What follows belongs to an exercise in optimizing a design on an open flow for small area; a production flow would make more cautious choices. At most, simulation tests tie the RTL to the original design; equivalence was not proved. Power figures rest on the tool's default switching activity, not on a simulated workload.

job 101:
## cam_core
module cam_core (
  input  logic                clk,
  input  logic                rst_3,
  input  logic [1:0]          i_mode,
  input  logic [3:0]          i_clause,
  input  logic [1:0]          i_variable,
  input  logic                i_threshold_kind,
  input  logic [31:0]         i_vars,
  input  logic [15:0]         i_leaf,
  input  logic [3:0]          i_tree_id,
  input  logic [1:0]          i_class_id,
  output logic                o_ready,
  input  logic                i_out_ready,
  output logic                o_valid,
  output logic [127:0]        o_leaves,
  output logic [31:0]         o_tree_ids,
  output logic [15:0]         o_class_ids
);
Size: about 5400 cells after synthesis, ~0.055 mm² of cells after synthesis.
==> module cam_core, before the edit <==
module cam_core (
  input  logic                clk,
  input  logic                rst_3,
  input  logic [1:0]          i_mode,
  input  logic [3:0]          i_clause,
  input  logic [1:0]          i_variable,
  input  logic                i_threshold_kind,
  input  logic [31:0]         i_vars,
  input  logic [15:0]         i_leaf,
  input  logic [3:0]          i_tree_id,
  input  logic [1:0]          i_class_id,
  output logic                o_ready,
  input  logic                i_out_ready,
  output logic                o_valid,
  output logic [127:0]        o_leaves,
  output logic [31:0]         o_tree_ids,
  output logic [15:0]         o_class_ids
);
  localparam int NC = 16;
  localparam int NV = 4;
  localparam int NS = 8;
  logic advance;
  assign advance = !o_valid || i_out_ready;
  assign o_ready = advance;
  logic m_infer, m_write, m_dc;
  assign m_infer = (i_mode == 2'd0);
  assign m_write = (i_mode == 2'd1);
  assign m_dc    = (i_mode == 2'd2);
  logic [31:0] lower_rows  [NC];
  logic [31:0] higher_rows [NC];
  logic [15:0] leaf_mem    [NC];
  logic [3:0]  tree_mem    [NC];
  logic [1:0]  class_mem   [NC];
  logic [NC-1:0] live;
  logic [NV-1:0] dont_care;
  logic [NC-1:0] we_lo, we_hi;
  logic [31:0]   lower_next  [NC];
  logic [31:0]   higher_next [NC];
  always_comb
  begin
    for (int c = 0; c < NC; c++)
    begin
      we_lo[c] = advance && m_write && (i_clause == 4'(c)) && !i_threshold_kind;
      we_hi[c] = advance && m_write && (i_clause == 4'(c)) &&  i_threshold_kind;
    end
  end
  for (genvar c = 0; c < NC; c++)
  begin : g_rows
    cam_hold #(.W(32)) u_lo (.we(we_lo[c]), .nwe(!we_lo[c]), .d(~i_vars),
                             .q(lower_rows[c]),  .y(lower_next[c]));
    cam_hold #(.W(32)) u_hi (.we(we_hi[c]), .nwe(!we_hi[c]), .d(i_vars),
                             .q(higher_rows[c]), .y(higher_next[c]));
  end
  always_ff @(posedge clk)
  begin
    for (int c = 0; c < NC; c++)
    begin
      lower_rows[c]  <= lower_next[c];
      higher_rows[c] <= higher_next[c];
    end
  end
  always_ff @(posedge clk)
  begin
    if (rst_3)
    begin
      live      <= '0;
      dont_care <= '0;
    end
    else if (advance)
    begin
      for (int c = 0; c < NC; c++)
        if (m_write && i_threshold_kind && (i_clause == 4'(c)))
          live[c] <= 1'b1;
      for (int j = 0; j < NV; j++)
        if (m_dc && (i_variable == 2'(j)))
          dont_care[j] <= 1'b1;
    end
  end
  logic [NC-1:0] hit;
  logic [31:0]   q_n;
  logic [NC*NV-1:0] in_range;
  assign q_n = ~i_vars;
  for (genvar c = 0; c < NC; c++)
  begin : g_clause
    for (genvar j = 0; j < NV; j++)
    begin : g_var
      logic ge, gt;
      cam_chain8 #(.CIN(1'b1)) u_ge (.a(i_vars[8*j +: 8]), .b(lower_rows[c][8*j +: 8]), .y(ge));
      cam_chain8 #(.CIN(1'b0)) u_gt (.a(higher_rows[c][8*j +: 8]), .b(q_n[8*j +: 8]), .y(gt));
      assign in_range[NV*c+j] = dont_care[j] | (ge & gt);
    end
    assign hit[c] = live[c] & (&in_range[NV*c +: NV]);
  end
  logic [2*NS-1:0] sel_now;
  always_comb
  begin
    for (int s = 0; s < NS; s++)
    begin
      sel_now[2*s+1] = hit[2*s+1];
      sel_now[2*s]   = hit[2*s] & ~hit[2*s+1];
    end
  end
  logic        s1_infer, s1_write, s2_infer, s2_write;
  logic [15:0] s1_data,  s2_data;
  logic [3:0]  s1_clause, s2_clause;
  logic        s1_tkind,  s2_tkind;
  logic [2*NS-1:0] out_sel_n;
  always_ff @(posedge clk)
  begin
    if (rst_3)
    begin
      s1_infer <= 1'b0;
      s1_write <= 1'b0;
      s2_infer <= 1'b0;
      s2_write <= 1'b0;
      o_valid  <= 1'b0;
    end
    else if (advance)
    begin
      s1_infer <= m_infer;
      s1_write <= m_write;
      s2_infer <= s1_infer;
      s2_write <= s1_write;
      o_valid  <= s2_infer;
    end
  end
  logic [15:0] s1_load;
  always_comb
  begin
    if (m_infer)
      s1_load = ~sel_now;
    else if (i_threshold_kind)
      s1_load = ~i_leaf;
    else
      s1_load = ~{i_leaf[15:6], i_class_id, i_tree_id};
  end
  localparam int PW = 16 + 4 + 1;
  logic [3*PW+2*NS-1:0] pipe_q, pipe_d, pipe_next;
  assign pipe_q = {s1_data, s1_clause, s1_tkind,
                   s2_data, s2_clause, s2_tkind,
                   out_sel_n};
  assign pipe_d = {s1_load, i_clause, i_threshold_kind,
                   s1_data, s1_clause, s1_tkind,
                   s2_data};
  cam_hold #(.W(3*PW+2*NS)) u_pipe (.we(advance), .nwe(!advance), .d(pipe_d),
                                    .q(pipe_q), .y(pipe_next));
  always_ff @(posedge clk)
  begin
    {s1_data, s1_clause, s1_tkind,
     s2_data, s2_clause, s2_tkind,
     out_sel_n} <= pipe_next;
  end
  logic [NC-1:0] we_ids, we_leaf;
  logic [15:0]   leaf_next [NC];
  logic [5:0]    ids_next  [NC];
  always_comb
  begin
    for (int c = 0; c < NC; c++)
    begin
      we_ids[c]  = advance && s2_write && (s2_clause == 4'(c)) && !s2_tkind;
      we_leaf[c] = advance && s2_write && (s2_clause == 4'(c)) &&  s2_tkind;
    end
  end
  for (genvar c = 0; c < NC; c++)
  begin : g_payload
    cam_hold #(.W(16)) u_leaf (.we(we_leaf[c]), .nwe(!we_leaf[c]), .d(s2_data),
                               .q(leaf_mem[c]), .y(leaf_next[c]));
    cam_hold #(.W(6))  u_ids  (.we(we_ids[c]),  .nwe(!we_ids[c]),  .d(s2_data[5:0]),
                               .q({class_mem[c], tree_mem[c]}), .y(ids_next[c]));
  end
  always_ff @(posedge clk)
  begin
    for (int c = 0; c < NC; c++)
    begin
      leaf_mem[c]                <= leaf_next[c];
      {class_mem[c], tree_mem[c]} <= ids_next[c];
    end
  end
  always_comb
  begin
    for (int s = 0; s < NS; s++)
    begin
      o_leaves[16*s +: 16]  = ~(({16{out_sel_n[2*s+1]}} | leaf_mem[2*s+1]) &
                                ({16{out_sel_n[2*s]}}   | leaf_mem[2*s]));
      o_tree_ids[4*s +: 4]  = ~(({4{out_sel_n[2*s+1]}}  | tree_mem[2*s+1]) &
                                ({4{out_sel_n[2*s]}}    | tree_mem[2*s]));
      o_class_ids[2*s +: 2] = ~(({2{out_sel_n[2*s+1]}}  | class_mem[2*s+1]) &
                                ({2{out_sel_n[2*s]}}    | class_mem[2*s]));
    end
  end
endmodule
export LEC_CHECK = 0
export CAP_MARGIN = 20
export CORE_MARGIN = 2
export CORE_UTILIZATION = 65
export SLEW_MARGIN = 20
export SYNTH_HIERARCHICAL = 1
create_clock -name core_clock -period 5.0 [get_ports {clk}]
standard.sh (not shown) runs the stock make flow with config.mk's settings and CLKGATE_MAP_FILE= SYNTH_SCRIPT=/design/flow/synth_recipe.tcl, a recipe that flattens the netlist after the stock synthesis.
==> flow/flow/run.sh <==
#!/bin/bash
# Standard synthesis, then the standard layout with a few layout-only
# settings passed to the ORFS make targets:
#  - port buffers use a small buffer cell,
#  - clock tree: larger sink clusters, no dummy loads,

set -euo pipefail
bash standard.sh synth > synth.log 2>&1
bash standard.sh \
  BUFFER_PORTS_ARGS="-buffer_cell sky130_fd_sc_hd__buf_1" \
  CTS_ARGS="-sink_clustering_enable -repair_clock_nets -sink_clustering_size 16 -sink_clustering_max_diameter 100 -buf_list sky130_fd_sc_hd__clkbuf_8 -dont_use_dummy_load" \
  finish > layout.log 2>&1
Here is what was changed in the inputs of job 102 compared with job 101.
--- a/flow/design.v
+++ b/flow/design.v
@@ -146,9 +146,9 @@
     end
   end
   for (genvar c = 0; c < NC; c++)
   begin : g_rows
-    cam_hold #(.W(32)) u_lo (.we(we_lo[c]), .nwe(!we_lo[c]), .d(~i_vars),
+    cam_hold #(.W(32)) u_lo (.we(we_lo[c]), .nwe(!we_lo[c]), .d(i_vars),
                              .q(lower_rows[c]),  .y(lower_next[c]));
     cam_hold #(.W(32)) u_hi (.we(we_hi[c]), .nwe(!we_hi[c]), .d(i_vars),
                              .q(higher_rows[c]), .y(higher_next[c]));
   end
@@ -184,12 +184,12 @@
   for (genvar c = 0; c < NC; c++)
   begin : g_clause
     for (genvar j = 0; j < NV; j++)
     begin : g_var
-      logic ge, gt;
-      cam_chain8 #(.CIN(1'b1)) u_ge (.a(i_vars[8*j +: 8]), .b(lower_rows[c][8*j +: 8]), .y(ge));
+      logic lt, gt;
+      cam_chain8 #(.CIN(1'b0)) u_lt (.a(lower_rows[c][8*j +: 8]), .b(q_n[8*j +: 8]), .y(lt));
       cam_chain8 #(.CIN(1'b0)) u_gt (.a(higher_rows[c][8*j +: 8]), .b(q_n[8*j +: 8]), .y(gt));
-      assign in_range[NV*c+j] = dont_care[j] | (ge & gt);
+      assign in_range[NV*c+j] = dont_care[j] | (~lt & gt);
     end
     assign hit[c] = live[c] & (&in_range[NV*c +: NV]);
   end
   logic [2*NS-1:0] sel_now;
Delta (job 102 minus job 101): core utilization went up by 0.32 points; x dimension of the die held steady; via count of the first global-routing pass essentially unchanged; proportion of power drawn by the clock network held steady; cell area now larger.
From job 101 to job 102 the numbers moved as follows: non-clock buffering overhead in the final layout went up, total power comparable, final-layout clock buffer total did not really move, routed wire length lower, sequential share of layout area lost 0.30 points.
Function not checked in job 102: the RTL went through the layout flow alone.

* * *

Setup of main:
Starting RTL as in the previous note.
Settings: LEC_CHECK=0, CAP_MARGIN=20, CORE_MARGIN=2, CORE_UTILIZATION=65, SLEW_MARGIN=20, SYNTH_HIERARCHICAL=1; clock period 5.0 ns.
==> flow/flow/run.sh <==
#!/bin/bash
# Standard synthesis, then the standard layout with a few layout-only
# settings passed to the ORFS make targets:
#  - port buffers use a small buffer cell,
#  - clock tree: larger sink clusters, no dummy loads,

set -euo pipefail
bash standard.sh synth > synth.log 2>&1
bash standard.sh \
  BUFFER_PORTS_ARGS="-buffer_cell sky130_fd_sc_hd__buf_1" \
  CTS_ARGS="-sink_clustering_enable -repair_clock_nets -sink_clustering_size 26 -sink_clustering_max_diameter 100 -buf_list sky130_fd_sc_hd__clkbuf_16 -dont_use_dummy_load" \
  finish > layout.log 2>&1
> inputs changed (main -> the feature branch)
diff --git a/flow/design.v b/flow/design.v
--- a/flow/design.v
+++ b/flow/design.v
@@ -41,12 +41,29 @@
   for (genvar i = 0; i < W; i++)
   begin : g_bit
     cam_hold_bit u_bit (.we(we), .nwe(nwe), .d(d[i]), .q(q[i]), .y(y[i]));
   end
 endmodule
 `default_nettype wire
+`default_nettype none
+module cam_hold_row16 (
+  input  logic        sel,
+  input  logic        kind,
+  input  logic [15:0] d,
+  input  logic [15:0] q,
+  output logic [15:0] y
+);
+  logic we, nwe;
+  assign we  = sel & kind;
+  assign nwe = !(sel & kind);
+  for (genvar i = 0; i < 16; i++)
+  begin : g_bit
+    cam_hold_bit u_bit (.we(we), .nwe(nwe), .d(d[i]), .q(q[i]), .y(y[i]));
+  end
+endmodule
+`default_nettype wire
 `timescale 1ns/1ns
 `default_nettype none
 module cam_maj2 (
   input  logic [1:0] a,
   input  logic [1:0] b,
   input  logic       c,
@@ -131,29 +148,32 @@
   logic [31:0] higher_rows [NC];
   logic [15:0] leaf_mem    [NC];
   logic [3:0]  tree_mem    [NC];
   logic [1:0]  class_mem   [NC];
   logic [NC-1:0] live;
   logic [NV-1:0] dont_care;
-  logic [NC-1:0] we_lo, we_hi;
+  logic [NC-1:0] row_sel;
+  logic          kind_lo, kind_hi;
   logic [31:0]   lower_next  [NC];
   logic [31:0]   higher_next [NC];
+  assign kind_lo = !i_threshold_kind;
+  assign kind_hi =  i_threshold_kind;
   always_comb
   begin
     for (int c = 0; c < NC; c++)
-    begin
-      we_lo[c] = advance && m_write && (i_clause == 4'(c)) && !i_threshold_kind;
-      we_hi[c] = advance && m_write && (i_clause == 4'(c)) &&  i_threshold_kind;
-    end
+      row_sel[c] = advance && m_write && (i_clause == 4'(c));
   end
   for (genvar c = 0; c < NC; c++)
   begin : g_rows
-    cam_hold #(.W(32)) u_lo (.we(we_lo[c]), .nwe(!we_lo[c]), .d(~i_vars),
-                             .q(lower_rows[c]),  .y(lower_next[c]));
-    cam_hold #(.W(32)) u_hi (.we(we_hi[c]), .nwe(!we_hi[c]), .d(i_vars),
-                             .q(higher_rows[c]), .y(higher_next[c]));
+    for (genvar h = 0; h < 2; h++)
+    begin : g_half
+      cam_hold_row16 u_lo (.sel(row_sel[c]), .kind(kind_lo), .d(~i_vars[16*h +: 16]),
+                           .q(lower_rows[c][16*h +: 16]),  .y(lower_next[c][16*h +: 16]));
+      cam_hold_row16 u_hi (.sel(row_sel[c]), .kind(kind_hi), .d(i_vars[16*h +: 16]),
+                           .q(higher_rows[c][16*h +: 16]), .y(higher_next[c][16*h +: 16]));
+    end
   end
   always_ff @(posedge clk)
   begin
     for (int c = 0; c < NC; c++)
     begin
       lower_rows[c]  <= lower_next[c];
### Flow results
Looking at vertical die dimension, the feature branch sits above main.
Final worst setup slack is higher on main
The wire length of the feature branch was superior to that of main.
Combined area of the multi-input logic cells: the feature branch > main
Row final net count: the feature branch higher / main lower
Total power essentially unchanged between the feature branch and main.
Between main and the feature branch, the clock share of power does not differ in any meaningful way.
The RTL of the feature branch was laid out without a check of its function.

-- what the ideal ports hide --
How much do the figures lean on ideal ports? The routed layouts below were timed once more, with nothing changed but the port constraints. Step 1: set_driving_cell puts a clkbuf_16 on clk and a buf_2 on each other input, an assumption about the parent block. Step 2 moves the port delays by t, midway between the first and last clock arrival at a register: inputs arrive t later, outputs are due t later. That takes back most of the time a late clock gives input paths. a / b / c = ideal / step 1 / step 2; a / b = the first two.
run | t (ns) | setup WS [ns] | hold slack, ns | latest minus earliest clock arrival (ns) | slew at the worst register clock pin (ns)
job 101 | 0.822 | 1.435 / 1.479 / 0.657 | 0.464 / 0.464 / 0.464 | 0.065 / 0.066 | 0.12 / 0.12
job 102 | 0.813 | 1.258 / 1.310 / 0.497 | 0.457 / 0.457 / 0.457 | 0.061 / 0.062 | 0.11 / 0.11
main | 0.702 | 1.363 / 1.417 / 0.715 | 0.464 / 0.464 / 0.464 | 0.075 / 0.074 | 0.11 / 0.11
the feature branch | 0.688 | 1.241 / 1.287 / 0.599 | 0.456 / 0.456 / 0.456 | 0.066 / 0.066 | 0.10 / 0.10
After both steps setup and hold are still met in every run listed. The setup slack of job 101, which loses most, moves by +0.044 ns with the drivers and by -0.778 ns with both steps.
